Context: an optimization exercise on an open-source flow, tuned for small area. The choices shown serve that exercise and are no tape-out recipe.
RTL that was checked went through simulation tests only; none was proved equivalent to the original.

==> module awgn_clt_gen, before the edit <==
module awgn_clt_gen (
    input  logic        clock,
    input  logic        rst_n,
    input  logic        init,
    input  logic        ce,
    input  logic [31:0] seed,
    input  logic        gain_we,
    input  logic [0:0]  gain_sel,
    input  logic [15:0] gain_val,
    output logic        x_en,
    output logic [31:0] awgn
);
    localparam logic [31:0] MIX0 = 32'h9E3779B9;
    localparam logic [31:0] MIX1 = 32'h3C6EF372;
    localparam logic [15:0] ACC0 = 16'hA000;   
    function automatic logic [31:0] xs(input logic [31:0] s_in);
        logic [31:0] s;
        s = s_in ^ (s_in << 13);
        s = s ^ (s >> 17);
        s = s ^ (s << 5);
        xs = s;
    endfunction
    function automatic logic [31:0] cseed(input logic [31:0] b, input logic [31:0] m);
        logic [31:0] s;
        s = b ^ m;
        cseed = (s == 32'h0) ? 32'h1 : s;
    endfunction
    logic [31:0] s0_r, s1_r;
    logic [15:0] acc0_r, acc1_r;
    logic [15:0] g0_r, g1_r;
    logic [3:0]  cnt_r;
    logic        v1_r, x_en_r;
    logic [31:0] awgn_r;
    logic [31:0] d0, d1;
    logic [15:0] ae0, ae1, sum0, sum1, gn0, gn1, ma, mb;
    logic [19:0] q;
    logic        povf, novf;
    logic [15:0] sat;
    logic        c0, last;
    assign c0   = (cnt_r == 4'd0);
    assign last = (cnt_r == 4'd11);
    assign d0   = xs(s0_r);
    assign d1   = xs(s1_r);
    awgn_addf u_add0 (.a(acc0_r), .u(d0[31:20]), .s(ae0));   
    awgn_addr u_add1 (.a(acc1_r), .u(d1[31:20]), .s(ae1));
    assign sum0 = c0 ? {ACC0[15:12], d0[31:20]} : ae0;
    assign sum1 = c0 ? {ACC0[15:12], d1[31:20]} : ae1;
    assign gn0  = (gain_we && gain_sel == 1'b0) ? gain_val : g0_r;
    assign gn1  = (gain_we && gain_sel == 1'b1) ? gain_val : g1_r;
    assign ma   = v1_r ? acc1_r : sum0;
    assign mb   = v1_r ? g1_r : gn0;
    awgn_mul u_mul (.a(ma), .b(mb), .q(q));
    assign povf = !q[19] && (q[18:15] != 4'b0000);
    assign novf =  q[19] && ((q[18:15] != 4'b1111) || (q[14:0] == 15'd0));
    assign sat  = povf ? 16'h7FFF : novf ? 16'h8001 : q[15:0];
    always_ff @(posedge clock or negedge rst_n) begin
        if (!rst_n) begin
            s0_r   <= MIX0 ^ 32'h1;
            s1_r   <= MIX1 ^ 32'h1;
            cnt_r  <= 4'd0;
            v1_r   <= 1'b0;
            x_en_r <= 1'b0;
            g0_r   <= 16'h1000;
            g1_r   <= 16'h1000;
            awgn_r <= 32'h0;
        end else begin
            if (init) begin
                s0_r  <= cseed(seed, MIX0);
                s1_r  <= cseed(seed, MIX1);
                cnt_r <= 4'd0;
            end else if (ce) begin
                s0_r  <= d0;
                s1_r  <= d1;
                cnt_r <= last ? 4'd0 : cnt_r + 4'd1;
            end
            v1_r   <= ce && !init && last;
            x_en_r <= v1_r;
            g0_r   <= gn0;
            g1_r   <= gn1;
            if (v1_r) awgn_r <= {sat, acc0_r};
        end
    end
    always_ff @(posedge clock) begin
        if (ce) begin
            acc0_r <= last ? sat : sum0;
            acc1_r <= sum1;
        end
    end
    assign x_en = x_en_r;
    assign awgn = awgn_r;
endmodule
Settings: LEC_CHECK=0, ABC_AREA=1, CAP_MARGIN=20, CORE_MARGIN=2, CORE_UTILIZATION=40, CTS_BUF_LIST=sky130_fd_sc_hd__clkbuf_8, SLEW_MARGIN=20; clock period 10.0 ns.
standard.sh (not shown) runs the stock make flow with config.mk's settings and CLKGATE_MAP_FILE= SYNTH_SCRIPT=/design/flow/synth_recipe.tcl, a recipe that flattens the netlist after the stock synthesis.
==> flow/flow/run.sh <==
#!/bin/bash
# Own flow: the standard layout (standard.sh, unchanged synthesis), with every
# input and output port buffered by the smallest buffer (buf_1) instead of the
# default choice. Each tool's output goes to a log file here.
set -euo pipefail
export BUFFER_PORTS_ARGS="-buffer_cell sky130_fd_sc_hd__buf_1"
bash standard.sh > standard_flow.log 2>&1
Edit:
--- a/flow/design.v
+++ b/flow/design.v
@@ -21,4 +21,10 @@
         xs = s;
     endfunction
+    function automatic logic [15:0] clamp(input logic [19:0] q);
+        logic povf, novf;
+        povf  = !q[19] && (q[18:15] != 4'b0000);
+        novf  =  q[19] && ((q[18:15] != 4'b1111) || (q[14:0] == 15'd0));
+        clamp = povf ? 16'h7FFF : novf ? 16'h8001 : q[15:0];
+    endfunction
     function automatic logic [31:0] cseed(input logic [31:0] b, input logic [31:0] m);
         logic [31:0] s;
@@ -35,6 +41,6 @@
     logic [15:0] ae0, ae1, sum0, sum1, gn0, gn1, ma, mb;
     logic [19:0] q;
-    logic        povf, novf;
-    logic [15:0] sat;
+    logic [3:0]  qh0_r;
+    logic [15:0] sat0, sat1;
     logic        c0, last;
     assign c0   = (cnt_r == 4'd0);
@@ -49,9 +55,8 @@
     assign gn1  = (gain_we && gain_sel == 1'b1) ? gain_val : g1_r;
     assign ma   = v1_r ? acc1_r : sum0;
-    assign mb   = v1_r ? g1_r : gn0;
+    assign mb   = (gain_we && gain_sel == 1'b0 && !v1_r) ? gain_val : (v1_r ? g1_r : g0_r);
     awgn_mul u_mul (.a(ma), .b(mb), .q(q));
-    assign povf = !q[19] && (q[18:15] != 4'b0000);
-    assign novf =  q[19] && ((q[18:15] != 4'b1111) || (q[14:0] == 15'd0));
-    assign sat  = povf ? 16'h7FFF : novf ? 16'h8001 : q[15:0];
+    assign sat0 = clamp({qh0_r, acc0_r});
+    assign sat1 = clamp(q);
     always_ff @(posedge clock or negedge rst_n) begin
         if (!rst_n) begin
@@ -78,10 +83,13 @@
             g0_r   <= gn0;
             g1_r   <= gn1;
-            if (v1_r) awgn_r <= {sat, acc0_r};
+            if (v1_r) awgn_r <= {sat1, sat0};
         end
     end
     always_ff @(posedge clock) begin
+        qh0_r <= q[19:16];
+    end
+    always_ff @(posedge clock) begin
         if (ce) begin
-            acc0_r <= last ? sat : sum0;
+            acc0_r <= last ? q[15:0] : sum0;
             acc1_r <= sum1;
         end
The new run finished with timing, DRC and antenna clean.
Cell count is about the same.
Final area climbs by 0.45%.
Flip-flop and latch count climbs by 4.
Non-clock buffer count drops by 14.
Register-to-register slack is better by 160 ps.
Clock-buffer cell count drops by 1.
Utilization hardly moves.
Wire length drops by 1.1%.
Worst setup slack is better by 160 ps.
Sequential share of layout area climbs by 0.35 points.
For the first run of this note, only the layout was checked, not whether the RTL still works.

[separate check: timing with driven ports]
No port has a modelled driver above. Below, the same layouts with a new extraction and two added sets of constraints.
Step 1, drivers: a clkbuf_16 drives clock and a buf_2 each remaining input, both assumed.
Step 2 adds t to the input delays and takes it off the output delays; t is the mean of the earliest and latest rising clock arrival at the registers after step 1. Input paths then give back, and output paths get back, about the clock's delay inside the block.
Three values: ideal ports, drivers, drivers and shift; two values: the first two.
run | t (ns) | slack for setup (ns) | clock arrival spread, ns | slew at the worst register clock pin (ns)
the first run | 0.563 | 0.525 / 0.525 / 0.525 | 0.037 / 0.036 | 0.12 / 0.12
the second run | 0.520 | 0.685 / 0.685 / 0.685 | 0.016 / 0.016 | 0.11 / 0.11
After both steps setup and hold are still met in every run listed.
